Source: an optimization exercise on an open RTL-to-GDS flow (aim: small area). Production flows keep margins and buffers that such runs may drop. Where RTL was checked, it was by simulation tests only, not by an equivalence proof against the original. No activity file was given, so power comes from the tool's default toggle rates.

==> flow/design.v (excerpt) <==
module eth_tx_top
(
    input  logic        clk,
    input  logic        rst_n,
    input  logic        tx_start,
    input  logic [1:0]  tx_kind,
    input  logic        arp_op,
    input  logic [47:0] des_mac,
    input  logic [31:0] des_ip,
    input  logic [15:0] payload_len,
    input  logic [7:0]  payload_data,
    output logic        rdy,
    output logic [1:0]  busy_kind,
    output logic        payload_req,
    output logic        gmii_tx_en,
    output logic [7:0]  gmii_txd
);
    logic [6:0]  k;
    logic        idle;
    logic        accept;
    logic        is_udp;
    logic        arp_op_r;
    logic        mac_nz, ip_nz;
    logic        use_dflt;
    logic [7:0]  ring [10];      
    logic [7:0]  tap0;
    logic [7:0]  dflt;
    logic [10:0] rem;            
    logic        more;
    logic        req_d;
    logic [15:0] ip_ident;
    logic [10:0] body_len;
    logic [10:0] len_sum;
    logic [7:0]  acc_hi, acc_lo;
    logic        acc_c;
    logic [8:0]  acc_sum;
    logic        csum_win;
    logic [7:0]  var_byte;
    logic [7:0]  hdr;
    logic [7:0]  fb;
    logic [7:0]  txd_r;
    logic [31:0] crc;
    logic        crc_en;
    assign idle      = (k == 7'd0);
    assign accept    = idle && tx_start && tx_kind[0];
    assign rdy       = !tx_start && idle;
    assign busy_kind = idle ? 2'd0 : {is_udp, 1'b1};
    assign more      = is_udp && (rem != 11'd0);
    always_ff @(posedge clk) begin
        if (!rst_n) begin
            k <= 7'd0;
        end else if (idle) begin
            k <= accept ? 7'd22 : 7'd0;
        end else if (k == 7'd107) begin
            k <= 7'd0;
        end else if (!(k == 7'd89 && more)) begin
            k <= k + 7'd1;
        end
    end
    logic [7:0] ld [10];
  ...
For scale: ~190 flip-flops, roughly 7800 sq um of cells after synthesis.
==> flow/config.mk <==
export PLATFORM = sky130hd
export DESIGN_NAME = eth_tx_top
export DESIGN_NICKNAME = eth_tx_top
export VERILOG_FILES = /design/flow/design.v
export SDC_FILE = /design/flow/constraint.sdc
export NUM_CORES = 4
export LEC_CHECK = 0
export CAP_MARGIN = 0
export CORE_MARGIN = 2
export CORE_UTILIZATION = 55
export SLEW_MARGIN = 0
==> flow/constraint.sdc <==
create_clock -name core_clock -period 5.0 [get_ports {clk}]
set_input_delay 1.0000 -clock core_clock [delete_from_list [all_inputs] [get_ports {clk}]]
set_output_delay 1.0000 -clock core_clock [all_outputs]
set_load 0.01 [all_outputs]
standard.sh (not shown) runs the stock make flow with config.mk's settings and CLKGATE_MAP_FILE= SYNTH_SCRIPT=/design/flow/synth_recipe.tcl, a recipe that flattens the netlist after the stock synthesis.
==> flow/flow/run.sh <==
#!/bin/bash
# Synthesis as the standard one but with an area-oriented abc script (flow/area.abc),
# then the standard layout with buf_1 port buffers and a clkbuf_8 clock tree without
# dummy loads; global placement keeps no resizer changes. Each make run's full output goes to its own log here.
set -euo pipefail
W=$PWD
export FLOW_ABC_SCRIPT=$W/flow/area.abc
make -C "$FLOW_HOME" DESIGN_CONFIG=$W/config.mk WORK_HOME=$W/orfs CLKGATE_MAP_FILE= \
  SYNTH_SCRIPT=$W/flow/synth_area.tcl synth > synth_flow.log 2>&1
export BUFFER_PORTS_ARGS="-buffer_cell sky130_fd_sc_hd__buf_1"
export GPL_KEEP_OVERFLOW=0
export CTS_ARGS="-sink_clustering_enable -repair_clock_nets -dont_use_dummy_load -buf_list sky130_fd_sc_hd__clkbuf_8"
bash standard.sh > standard_flow.log 2>&1
==> flow/flow/area.abc <==
strash
&get -n
&fraig -x
&put
scorr
dc2
balance
rewrite
refactor
balance
rewrite
rewrite -z
balance
refactor -z
rewrite -z
balance
strash
&get -n
&dch -f
&nf -R 1000 -p
&put
==> flow/flow/synth_area.tcl <==
# synth_recipe.tcl with one change: abc maps the combinational logic with flow/area.abc
# (an area-recovering script) in place of ORFS's speed script. Registers are untouched.
proc synth {args} { yosys synth -nofsm -noshare {*}$args }
proc abc {args} {
  set i [lsearch -exact $args -script]
  if { $i >= 0 } {
    set args [lreplace $args [expr {$i + 1}] [expr {$i + 1}] $::env(FLOW_ABC_SCRIPT)]
  }
  yosys abc {*}$args
}
source $::env(SCRIPTS_DIR)/synth.tcl
# left out here: clear keep_hierarchy, flatten, clean up, hide names made inside functions, write 1_2_yosys.v
The first run ran to the end with no violations.
Edit:
Settings changed: CORE_UTILIZATION 55 to 40.
After rerunning: Wire length is lower by 4.5%; fmax is higher by 1.5%; power is higher by 0.49%; critical path depth is lower by 3; clock power is lower by about 0.5%.
Edit:
--- a/flow/flow/area.abc
+++ b/flow/flow/area.abc
@@ -18,4 +18,4 @@
 &get -n
 &dch -f
-&nf -R 1000 -p
+&nf -R 1000 -p -C 32 -F 10
 &put
Settings changed: CORE_UTILIZATION 40 to 55.
Total power is lower by 0.48%.
Wire length is about the same.
Global-route usage grows by 7.9 points.
Register-to-register slack gets better by 0.06 ns.
Non-clock buffer count grows by 3.
Hold slack is better by 0.0065 ns.
Final cell count fell by 7.5%.
Count of clock-buffer cells in the layout stays the same.
Final area goes down by 0.81%.
Function was not checked in any run of this note: the RTL went through the layout flow alone.


## PW
Another version of the RTL of eth_tx_top (not shown whole).
Size in the first run: ~820 cells after synthesis, about 180 flip-flops, about 120 I/O pins, ~0.0078 mm^2 of cells after synthesis.
Settings: LEC_CHECK=0, CAP_MARGIN=0, CORE_MARGIN=2, CORE_UTILIZATION=40, SLEW_MARGIN=0; clock period 5.0 ns.
==> flow/flow/run.sh <==
#!/bin/bash
# Synthesis as the standard one but with an area-oriented abc script (flow/area.abc),
# then the standard layout with buf_1 port buffers and a clkbuf_8 clock tree without
# dummy loads. Each make run's full output goes to its own log here.
set -euo pipefail
W=$PWD
export FLOW_ABC_SCRIPT=$W/flow/area.abc
make -C "$FLOW_HOME" DESIGN_CONFIG=$W/config.mk WORK_HOME=$W/orfs CLKGATE_MAP_FILE= \
  SYNTH_SCRIPT=$W/flow/synth_area.tcl synth > synth_flow.log 2>&1
export BUFFER_PORTS_ARGS="-buffer_cell sky130_fd_sc_hd__buf_1"
export CTS_ARGS="-sink_clustering_enable -repair_clock_nets -dont_use_dummy_load -buf_list sky130_fd_sc_hd__clkbuf_8"
bash standard.sh > standard_flow.log 2>&1
==> flow/flow/area.abc <==
strash
&get -n
&fraig -x
&put
scorr
dc2
balance
rewrite
refactor
balance
rewrite
rewrite -z
balance
refactor -z
rewrite -z
balance
strash
&get -n
&dch -f
&nf -R 1000 -p
&put
Scripts as last shown in full above: flow/flow/synth_area.tcl
PW finished end to end and its layout was clean on timing, DRC and antenna.
For MS, these inputs were changed with respect to PW:
==> flow/flow/run.sh <==
#!/bin/bash
# Synthesis as the standard one but with an area-oriented abc script (flow/area.abc),
# then the standard layout with buf_1 port buffers and a clkbuf_8 clock tree without
# dummy loads; global placement keeps no resizer changes. Each make run's full output goes to its own log here.
set -euo pipefail
W=$PWD
export FLOW_ABC_SCRIPT=$W/flow/area.abc
make -C "$FLOW_HOME" DESIGN_CONFIG=$W/config.mk WORK_HOME=$W/orfs CLKGATE_MAP_FILE= \
  SYNTH_SCRIPT=$W/flow/synth_area.tcl synth > synth_flow.log 2>&1
export BUFFER_PORTS_ARGS="-buffer_cell sky130_fd_sc_hd__buf_1"
export GPL_KEEP_OVERFLOW=0
export CTS_ARGS="-sink_clustering_enable -repair_clock_nets -dont_use_dummy_load -buf_list sky130_fd_sc_hd__clkbuf_8"
bash standard.sh > standard_flow.log 2>&1
MS was carried through to the last stage, and its layout satisfied the timing, design-rule and antenna checks.
Going from PW to MS, stage delay of the slowest cell on the critical path stayed essentially flat; power fell by 23 uW; portion of total power attributed to combinational logic fell by 1.6 points; register area stayed essentially flat.
~same critical path depth in PW and MS
MS: global-route usage 0.40 points below PW
PW → MS: combinational-cell power consumption went down about 6%; non-clock buffer count saw a decrease.
[MS vs PW] least setup slack across all paths after layout: lower in MS
MS: met2 capacity usage during global routing is 0.38 points lower than what PW reported.
Slowest cell on the critical path = sky130_fd_sc_hd__fa_1: PW; slowest cell on the critical path = sky130_fd_sc_hd__dfxtp_4: MS
The clock skew on PW is in line with that on MS.


== v4 ==
eth_tx_top, a different RTL version from the one above (not shown whole).
Size in the first run: roughly 840 cells after synthesis, about 180 flip-flops, roughly 120 I/O pins, about 0.0079 mm2 of cells after synthesis.
clock: 5.0 ns
lec_check: 0
cap_margin: 0
core_margin: 2
core_utilization: 40
gpl_timing_driven: 0
slew_margin: 0
==> flow/flow/run.sh <==
#!/bin/bash
# Synthesis as the standard one but with an area-oriented abc script (flow/area.abc),
# then the standard layout with buf_1 port buffers and a clkbuf_8 clock tree without
# dummy loads. Each make run's full output goes to its own log here.
set -euo pipefail
W=$PWD
export FLOW_ABC_SCRIPT=$W/flow/area.abc
make -C "$FLOW_HOME" DESIGN_CONFIG=$W/config.mk WORK_HOME=$W/orfs CLKGATE_MAP_FILE= \
  SYNTH_SCRIPT=$W/flow/synth_area.tcl synth > synth_flow.log 2>&1
export BUFFER_PORTS_ARGS="-buffer_cell sky130_fd_sc_hd__buf_1"
export CTS_ARGS="-sink_clustering_enable -repair_clock_nets -dont_use_dummy_load -buf_list sky130_fd_sc_hd__clkbuf_8"
bash standard.sh > standard_flow.log 2>&1
Scripts as last shown in full above: flow/flow/area.abc, flow/flow/synth_area.tcl
Inputs modified between v4 and v2:
--- a/flow/config.mk
+++ b/flow/config.mk
@@ -10,3 +10,2 @@
 export CORE_UTILIZATION = 40
-export GPL_TIMING_DRIVEN = 0
 export SLEW_MARGIN = 0
==> comparison <==
For v2 and v4, there was not a single run that failed to finish clean.
v2 packs its core more tightly than v4.
Side by side, average wire per standard cell turned out higher in v2 than in v4.
v2 ended with more worst-case vdd ir drop than v4.
The final reports for v2 and v4 show filler-free cell count of the finished design higher in the former.
Compared to v4, v2 reaches a higher achievable clock.
Worst hold slack across v2 and v4: no real change.
Compared with v4, in v2 relative contribution of sequential cells to total power essentially unchanged; power share of the combinational group has increased.


Starting RTL as in the previous note.
==> flow/design.v (excerpt) <==
module eth_tx_top
(
    input  logic        clk,
    input  logic        rst_n,
    input  logic        tx_start,
    input  logic [1:0]  tx_kind,
    input  logic        arp_op,
    input  logic [47:0] des_mac,
    input  logic [31:0] des_ip,
    input  logic [15:0] payload_len,
    input  logic [7:0]  payload_data,
    output logic        rdy,
    output logic [1:0]  busy_kind,
    output logic        payload_req,
    output logic        gmii_tx_en,
    output logic [7:0]  gmii_txd
);
==> flow/config.mk <==
export PLATFORM = sky130hd
export DESIGN_NAME = eth_tx_top
export DESIGN_NICKNAME = eth_tx_top
export VERILOG_FILES = /design/flow/design.v
export SDC_FILE = /design/flow/constraint.sdc
export NUM_CORES = 4
export LEC_CHECK = 0
export CAP_MARGIN = 0
export CORE_MARGIN = 2
export CORE_UTILIZATION = 40
export GPL_TIMING_DRIVEN = 0
export SLEW_MARGIN = 0
==> flow/constraint.sdc <==
create_clock -name core_clock -period 5.0 [get_ports {clk}]
set_input_delay 1.0000 -clock core_clock [delete_from_list [all_inputs] [get_ports {clk}]]
set_output_delay 1.0000 -clock core_clock [all_outputs]
set_load 0.01 [all_outputs]
==> flow/flow/run.sh <==
#!/bin/bash
# The standard layout, with the port buffers as buf_1 and a clock tree of clkbuf_8
# without dummy loads; make's full output goes to standard_flow.log here
set -euo pipefail
export BUFFER_PORTS_ARGS="-buffer_cell sky130_fd_sc_hd__buf_1"
export CTS_ARGS="-sink_clustering_enable -repair_clock_nets -dont_use_dummy_load -buf_list sky130_fd_sc_hd__clkbuf_8"
bash standard.sh > standard_flow.log 2>&1
The starting point finished clean.
==> next run, changes <==
==> flow/flow/run.sh (replaced) <==
#!/bin/bash
# Synthesis as the standard one but with an area-oriented abc script (flow/area.abc),
# then the standard layout with buf_1 port buffers and a clkbuf_8 clock tree without
# dummy loads; global placement keeps no resizer changes. Each make run's full output goes to its own log here.
set -euo pipefail
W=$PWD
export FLOW_ABC_SCRIPT=$W/flow/area.abc
make -C "$FLOW_HOME" DESIGN_CONFIG=$W/config.mk WORK_HOME=$W/orfs CLKGATE_MAP_FILE= \
  SYNTH_SCRIPT=$W/flow/synth_area.tcl synth > synth_flow.log 2>&1
export BUFFER_PORTS_ARGS="-buffer_cell sky130_fd_sc_hd__buf_1"
export GPL_KEEP_OVERFLOW=0
export CTS_ARGS="-sink_clustering_enable -repair_clock_nets -dont_use_dummy_load -buf_list sky130_fd_sc_hd__clkbuf_8"
bash standard.sh > standard_flow.log 2>&1
==> flow/flow/area.abc (new file) <==
strash
&get -n
&fraig -x
&put
scorr
dc2
balance
rewrite
refactor
balance
rewrite
rewrite -z
balance
refactor -z
rewrite -z
balance
strash
&get -n
&dch -f
&nf -R 1000 -p
&put
==> flow/flow/synth_area.tcl (new file) <==
# synth_recipe.tcl with one change: abc maps the combinational logic with flow/area.abc
# (an area-recovering script) in place of ORFS's speed script. Registers are untouched.
proc synth {args} { yosys synth -nofsm -noshare {*}$args }
proc abc {args} {
  set i [lsearch -exact $args -script]
  if { $i >= 0 } {
    set args [lreplace $args [expr {$i + 1}] [expr {$i + 1}] $::env(FLOW_ABC_SCRIPT)]
  }
  yosys abc {*}$args
}
source $::env(SCRIPTS_DIR)/synth.tcl
# left out here: clear keep_hierarchy, flatten, clean up, hide names made inside functions, write 1_2_yosys.v
Settings changed: GPL_TIMING_DRIVEN 0 to not set.
=> The changed run finished clean; sequential power stays flat; utilization is higher by 1.7 points; power goes down by a few percent; global-route usage is lower by 2.3 points; routed wire length came out lower by about a fifth.
==> next run, changes <==
==> flow/flow/run.sh (replaced) <==
#!/bin/bash
# The standard layout, with the port buffers as buf_1 and a clock tree of clkbuf_8
# without dummy loads; make's full output goes to standard_flow.log here
set -euo pipefail
export BUFFER_PORTS_ARGS="-buffer_cell sky130_fd_sc_hd__buf_1"
export CTS_ARGS="-sink_clustering_enable -repair_clock_nets -dont_use_dummy_load -buf_list sky130_fd_sc_hd__clkbuf_8"
bash standard.sh > standard_flow.log 2>&1
Settings changed: CTS_BUF_LIST set to sky130_fd_sc_hd__clkbuf_4.
removed: flow/flow/area.abc
removed: flow/flow/synth_area.tcl
=> Clock power came out higher by about 1%. Via count rises by 6.6%. Power rises by 3.3%. Worst setup slack gets better by 180 ps. Routed wire length goes up by 13%. Utilization falls by 2.0 points. Worst hold slack loses 17 ps. Sequential share of layout area drops by 2.6 points. Register-to-register slack is better by 180 ps. Count of clock-buffer cells in the layout stays the same. First-iteration DRC count came out higher by 13%.

## re-timing with driven ports
Ports are ideal in the flow. The routed layouts listed here were re-timed in OpenROAD. Step 1 sets driving cells, clkbuf_16 on the clock port and buf_2 on the other inputs (assumed; they add their load-dependent delay and slew). Step 2 adds t to the input delays and takes it off the output delays; t is the mean of the earliest and latest rising clock arrival at the registers after step 1. Input paths then give back, and output paths get back, about the clock's delay inside the block. Three values: ideal, step 1, step 2; two values: the first two.
| run | shift t [ns] | setup WS [ns] | latest minus earliest clock arrival (ns) |
|---|---|---|---|
| the first run of note 1 | 0.492 | 0.203 / 0.203 / 0.203 | 0.039 / 0.039 |
| the second run of note 1 | 0.489 | 0.273 / 0.273 / 0.273 | 0.056 / 0.056 |
| the third run of note 1 | 0.482 | 0.337 / 0.337 / 0.337 | 0.040 / 0.040 |
| PW | 0.496 | 0.280 / 0.280 / 0.280 | 0.039 / 0.038 |
| MS | 0.495 | 0.198 / 0.198 / 0.198 | 0.040 / 0.040 |
| v4 | 0.501 | 0.185 / 0.185 / 0.185 | 0.033 / 0.034 |
| v2 | 0.492 | 0.228 / 0.228 / 0.228 | 0.040 / 0.039 |
| the first run of note 4 | 0.484 | 0.241 / 0.241 / 0.241 | 0.061 / 0.061 |
| the second run of note 4 | 0.497 | 0.225 / 0.225 / 0.225 | 0.041 / 0.041 |
| the third run of note 4 | 0.492 | 0.401 / 0.401 / 0.401 | 0.047 / 0.047 |
After both steps every run listed still meets setup and hold.
